What follows belongs to an exercise in optimizing a design on an open flow for small area, a short achievable clock period and few clock cycles per item; a production flow would make more cautious choices.
In this exercise RTL edits were held to simulation tests only and were not proved equivalent to the original.
Power and IR drop assume default switching activity.

// segment_crossbar
module segment_crossbar (
    input  logic        clk,
    input  logic        rst_n,
    input  logic [19:0] cfg,
    input  logic [70:0] req,
    input  logic        req_valid,
    output logic        req_ready,
    output logic [38:0] resp,
    output logic        resp_valid,
    input  logic        resp_ready
);
Size: ~2300 flip-flops, roughly 140 I/O pins, about 86000 um2 of cells after synthesis.
export LEC_CHECK = 0
export CAP_MARGIN = 20
export CORE_MARGIN = 2
export CORE_UTILIZATION = 40
export CTS_CLUSTER_DIAMETER = 150
export CTS_CLUSTER_SIZE = 30
export SETUP_SLACK_MARGIN = 4.5
export SLEW_MARGIN = 20
export SYNTH_HIERARCHICAL = 1
create_clock -name core_clock -period 7.5 [get_ports {clk}]
run.sh (not shown) runs the stock make flow with config.mk's settings and CLKGATE_MAP_FILE= SYNTH_SCRIPT=/design/flow/synth_recipe.tcl, a recipe that flattens the netlist after the stock synthesis.
Testbench counts at the start, summed over its fixed seeds: cycles 32,416, requests 32,392.
Change:
Settings changed: CTS_CLUSTER_DIAMETER 150 to not set, CTS_CLUSTER_SIZE 30 to not set.
Critical path depth climbs by 3. Sequential cell count stays the same. Hold slack got worse by 11 ps. Cell area climbs by 3.2%. Utilization climbs by 1.5 points. Final cell count rose by 1.4%. Clock power is higher by 100%. Routed wire length drops by 1.8%.
Change:
Settings changed: CTS_CLUSTER_DIAMETER set to 140, CTS_CLUSTER_SIZE set to 24.
What happened: The new run ran to the end with no violations. Cell area goes down by 2.8%. Worst setup slack is worse by 60 ps. Power goes down by 15%.
Change:
Settings changed: CORE_UTILIZATION 40 to 55.
Final area falls by 1.2%.
Synthesized area is unchanged.
Power went down by about 1%.
Combinational power falls by about 2%.
Non-clock buffer count is lower by 64.
Change:
==> flow/flow/run.sh (new file) <==
#!/bin/bash
# The standard layout, with buf_4 as the port buffer instead of the
# default pick (a slow delay buffer). Each tool writes its own log under
# orfs/logs; make's own output goes to make.log here.
set -euo pipefail
export BUFFER_PORTS_ARGS="-buffer_cell sky130_fd_sc_hd__buf_4"
bash standard.sh > make.log 2>&1
==> flow/standard.sh (new file) <==
#!/bin/bash
# synth_recipe.tcl (not shown) runs the flow's synth.tcl, then flattens the netlist and writes it again
# the make line also repeats each setting of config.mk as NAME=value (left out here)
make -C /OpenROAD-flow-scripts/flow DESIGN_CONFIG=/design/flow/config.mk WORK_HOME=/design/flow/orfs CLKGATE_MAP_FILE= SYNTH_SCRIPT=/design/flow/synth_recipe.tcl "${@:-finish}"
Settings changed: CORE_UTILIZATION 55 to 40.
removed: flow/run.sh
Result: Global-route usage is lower by 9.8 points; sequential share of layout area rises by 1.5 points; count of clock-buffer cells in the layout rose by 34; setup slack gets better by 210 ps.

---

== maple ==
The RTL this note starts from:
==> flow/design.v <==
`timescale 1ns/1ns
`default_nettype none
package xbar_pkg;
    typedef struct packed {
        logic [3-1:0]  first_pmt;
        logic [4-1:0] pmt_count;
        logic                     width_gear;
        logic [1:0]               depth_gear;
    } lmt_cfg_t;
    typedef enum logic {
        REQ_WRITE  = 1'b0,
        REQ_SEARCH = 1'b1
    } req_op_t;
    typedef struct packed {
        logic [32-1:0] data;
        logic [32-1:0] care;
    } wr_view_t;
    typedef struct packed {
        logic [32-1:0] key;
        logic [32-1:0] reserved;
    } srch_view_t;
    typedef union packed {
        wr_view_t   wr;
        srch_view_t srch;
    } req_payload_u;
    typedef struct packed {
        req_op_t                          op;
        logic [$clog2(2)-1:0]  lmt;
        logic [5-1:0]        addr;
        req_payload_u                     payload;
    } xbar_req_t;
    typedef struct packed {
        logic                      wr_en;
        logic                      srch_en;
        logic [3-1:0] addr;
        logic [16-1:0]  data;
        logic [16-1:0]  care;
    } lane_cmd_t;
    typedef struct packed {
        logic                             valid;
        logic [$clog2(2)-1:0]  lmt;
        logic [3-1:0]          first_pmt;
        logic                             width_gear;
        logic [1:0]                       depth_gear;
        logic [8-1:0]          member;
    } srch_tag_t;
    typedef struct packed {
        logic [$clog2(2)-1:0]  lmt;
        logic                             found;
        logic [5-1:0]        match_addr;
        logic [32-1:0]         matchlines;
    } xbar_resp_t;
endpackage
`default_nettype wire
`timescale 1ns/1ns
`default_nettype none
module tcam_block (
    input  logic        clk,
    input  logic [7:0]  we,
    input  logic [7:0]  wen,
    input  logic [15:0] wp,
    input  logic [15:0] wq,
    input  logic [15:0] kp,
    input  logic [15:0] kq,
    output logic [7:0]  hit
);
    for (genvar e = 0; e < 8; e++) begin : g_ent
        logic [15:0] n0_q, n1_q;
        always_ff @(posedge clk) begin
            n0_q <= ({16{we[e]}} & wp) | ({16{wen[e]}} & n0_q);
            n1_q <= ({16{we[e]}} & wq) | ({16{wen[e]}} & n1_q);
        end
        assign hit[e] = ~|(~((n0_q | kq) & (n1_q | kp)));
    end
endmodule
`default_nettype wire
`timescale 1ns/1ns
`default_nettype none
module match_result (
    input  logic [7:0][7:0] hit,
    input  logic [7:0]      s_used,
    input  logic [7:0]      s_tbl,
    input  logic [7:0][1:0] s_row,
    input  logic [3:0]      row_ok,
    input  logic            lmt,
    output logic [31:0]     ml
);
    always_comb begin
        for (int r = 0; r < 4; r++) begin
            for (int e = 0; e < 8; e++) begin
                logic m;
                m = row_ok[r];
                for (int s = 0; s < 8; s++) begin
                    if (s_used[s] && s_tbl[s] == lmt && s_row[s] == 2'(r))
                        m = m & hit[s][e];
                end
                ml[r*8+e] = m;
            end
        end
    end
endmodule
`default_nettype wire
`timescale 1ns/1ns
`default_nettype none
module segment_crossbar (
    input  logic        clk,
    input  logic        rst_n,
    input  logic [19:0] cfg,
    input  logic [70:0] req,
    input  logic        req_valid,
    output logic        req_ready,
    output logic [38:0] resp,
    output logic        resp_valid,
    input  logic        resp_ready
);
    logic [3:0] cnt0, cnt1, cnt_f, cnt_g;
    logic       w0, w1, w_f, w_g;
    logic [1:0] d0, d1;
    logic       big1;
    assign cnt0 = cfg[6:3];
    assign w0   = cfg[2];
    assign d0   = cfg[1:0];
    assign cnt1 = cfg[16:13];
    assign w1   = cfg[12];
    assign d1   = cfg[11:10];
    assign big1  = cnt1 > cnt0;
    assign cnt_f = big1 ? cnt1 : cnt0;
    assign cnt_g = big1 ? cnt0 : cnt1;
    assign w_f   = big1 ? w1 : w0;
    assign w_g   = big1 ? w0 : w1;
    logic [7:0]      s_used_d, s_used;
    logic [7:0]      s_tbl_d, s_tbl;
    logic [7:0][1:0] s_row_d, s_row;
    logic [7:0]      s_hi_d, s_hi;
    for (genvar j = 0; j < 8; j++) begin : g_pos
        localparam int S = (j % 2 == 0) ? j / 2 : 4 + j / 2;
        logic       in_f;
        logic [3:0] rel;
        logic       w;
        assign in_f        = 4'(j) < cnt_f;
        assign rel         = in_f ? 4'(j) : 4'(j) - cnt_f;
        assign w           = in_f ? w_f : w_g;
        assign s_used_d[S] = 5'(j) < ({1'b0, cnt_f} + {1'b0, cnt_g});
        assign s_tbl_d[S]  = in_f ? big1 : ~big1;
        assign s_row_d[S]  = w ? rel[2:1] : rel[1:0];
        assign s_hi_d[S]   = w & rel[0];
    end
    always_ff @(posedge clk) begin
        s_used <= s_used_d;
        s_tbl  <= s_tbl_d;
        s_row  <= s_row_d;
        s_hi   <= s_hi_d;
    end
    logic [1:0][3:0] row_ok;
    assign row_ok[0] = {d0[1], d0[1], d0[1] | d0[0], 1'b1};
    assign row_ok[1] = {d1[1], d1[1], d1[1] | d1[0], 1'b1};
    logic        rdy_q;
    logic        live_q;
    logic        clr;
    always_ff @(posedge clk or negedge rst_n) begin
        if (!rst_n) live_q <= 1'b0;
        else        live_q <= 1'b1;
    end
    assign clr = ~live_q;
    logic        acc;
    logic        op;
    logic        lmt;
    logic [4:0]  addr;
    logic [31:0] data, care;
    logic [31:0] bus_p, bus_q;
    assign acc  = req_valid & rdy_q;
    assign op   = req[70];
    assign lmt  = req[69];
    assign addr = req[68:64];
    assign data = req[63:32];
    assign care = req[31:0];
    assign bus_p = data  | ({32{~op}} & ~care);
    assign bus_q = ~data | ({32{~op}} & ~care);
    logic [7:0][7:0] hit;
    for (genvar s = 0; s < 8; s++) begin : g_slot
        logic [15:0] kp, kq, wp, wq;
        logic        blk_we;
        if (s < 4) begin : g_lo
            assign kp = bus_p[15:0];
            assign kq = bus_q[15:0];
        end else begin : g_mx
            assign kp = s_hi[s] ? bus_p[31:16] : bus_p[15:0];
            assign kq = s_hi[s] ? bus_q[31:16] : bus_q[15:0];
        end
        assign wp = {kp[15:1], kp[0] & live_q};
        assign wq = {kq[15:1], kq[0] & live_q};
        assign blk_we = acc & ~op & s_used[s] & (s_tbl[s] == lmt) & (s_row[s] == addr[4:3]);
        logic [7:0] we, wen;
        for (genvar e = 0; e < 8; e++) begin : g_we
            assign we[e]  = clr | (blk_we & (addr[2:0] == 3'(e)));
            assign wen[e] = live_q & ~(blk_we & (addr[2:0] == 3'(e)));
        end
        tcam_block u_pmt (
            .clk (clk),
            .we  (we),
            .wen (wen),
            .wp  (wp),
            .wq  (wq),
            .kp  (kp),
            .kq  (kq),
            .hit (hit[s])
        );
    end
    logic            s1_v;
    logic            s1_lmt;
    logic [7:0][7:0] s1_hit;
    always_ff @(posedge clk or negedge rst_n) begin
        if (!rst_n) s1_v <= 1'b0;
        else if (rdy_q) s1_v <= acc & op;
    end
    always_ff @(posedge clk) begin
        if (rdy_q) begin
            s1_lmt <= lmt;
            s1_hit <= hit;
        end
    end
    logic [31:0] s1_ml;
    match_result u_result (
        .hit    (s1_hit),
        .s_used (s_used),
        .s_tbl  (s_tbl),
        .s_row  (s_row),
        .row_ok (row_ok[s1_lmt]),
        .lmt    (s1_lmt),
        .ml     (s1_ml)
    );
    logic        found;
    logic [4:0]  first_hit;
    logic [38:0] in_d;
    always_comb begin
        found     = |s1_ml;
        first_hit = '0;
        for (int e = 31; e >= 0; e--) begin
            if (s1_ml[e]) first_hit = 5'(e);
        end
    end
    assign in_d = {s1_lmt, found, first_hit, s1_ml};
    logic        out_v, sk_v;
    logic [38:0] out_d, sk_d;
    logic        load;
    logic        sk_v_n;
    assign load   = ~out_v | resp_ready;
    assign sk_v_n = sk_v ? ~resp_ready : (out_v & ~resp_ready & s1_v);
    always_ff @(posedge clk or negedge rst_n) begin
        if (!rst_n) begin
            out_v <= 1'b0;
            sk_v  <= 1'b0;
            rdy_q <= 1'b0;
        end else begin
            out_v <= load ? (sk_v | s1_v) : 1'b1;
            sk_v  <= sk_v_n;
            rdy_q <= ~sk_v_n;
        end
    end
    always_ff @(posedge clk) begin
        if (load) out_d <= sk_v ? sk_d : in_d;
        if (!sk_v) sk_d <= in_d;
    end
    assign req_ready  = rdy_q;
    assign resp       = out_d;
    assign resp_valid = out_v;
endmodule
`default_nettype wire
Settings: LEC_CHECK=0, CAP_MARGIN=20, CORE_MARGIN=2, CORE_UTILIZATION=40, CTS_BUF_LIST=sky130_fd_sc_hd__clkbuf_4 sky130_fd_sc_hd__clkbuf_8, SETUP_SLACK_MARGIN=4.5, SLEW_MARGIN=20, SYNTH_HIERARCHICAL=1; clock period 7.5 ns.
Stock flow here: none of the scripts above is used.
maple: done, clean on timing, DRC and antenna
Testbench counts of maple, summed over its fixed seeds: cycles 32,416, requests 32,392.
> inputs changed (maple -> oak)
Settings: CTS_CLUSTER_DIAMETER: unset -> 140; CTS_BUF_LIST: sky130_fd_sc_hd__clkbuf_4 sky130_fd_sc_hd__clkbuf_8 -> unset; CTS_CLUSTER_SIZE: unset -> 24.
Findings:
- Measured against each other, maple and oak differ in worst path required time, the higher figure coming from oak.
- maple ended up with reg -> out as its kind of critical path; oak ended up with reg -> reg.
- oak against maple: register-to-register slack now sits higher, pin slew with the least headroom to its limit went down 0.077 ns.

==> what the ideal ports hide <==
No port has a modelled driver above. Below, the same layouts with a new extraction and two added sets of constraints.
Step 1 sets driving cells, clkbuf_16 on the clock port and buf_2 on the other inputs (assumed; they add their load-dependent delay and slew).
Step 2, shift: input delay + t, output delay - t, t = (earliest + latest rising clock arrival at the registers) / 2. This alone moves slack from input paths to output paths.
Slacks: ideal ports / drivers / drivers and shift; pairs: ideal ports / drivers.
run | shift t [ns] | slack for setup (ns) | worst register clock-pin slew, ns
the first run of note 1 | 0.853 | 4.258 / 4.261 / 3.409 | 0.12 / 0.12
the second run of note 1 | 0.966 | 4.389 / 4.361 / 3.395 | 0.07 / 0.07
the third run of note 1 | 0.865 | 4.329 / 4.340 / 3.474 | 0.11 / 0.11
the fourth run of note 1 | 0.839 | 4.269 / 4.224 / 3.385 | 0.12 / 0.12
the fifth run of note 1 | 0.865 | 4.478 / 4.421 / 3.555 | 0.11 / 0.11
maple | 1.183 | 4.119 / 4.026 / 3.173 | 0.07 / 0.07
oak | 0.895 | 4.291 / 4.291 / 3.494 | 0.10 / 0.10
After both steps every run listed still meets setup and hold. The setup slack of the second run of note 1, which loses most, moves by -0.028 ns with the drivers and by -0.994 ns with both steps.
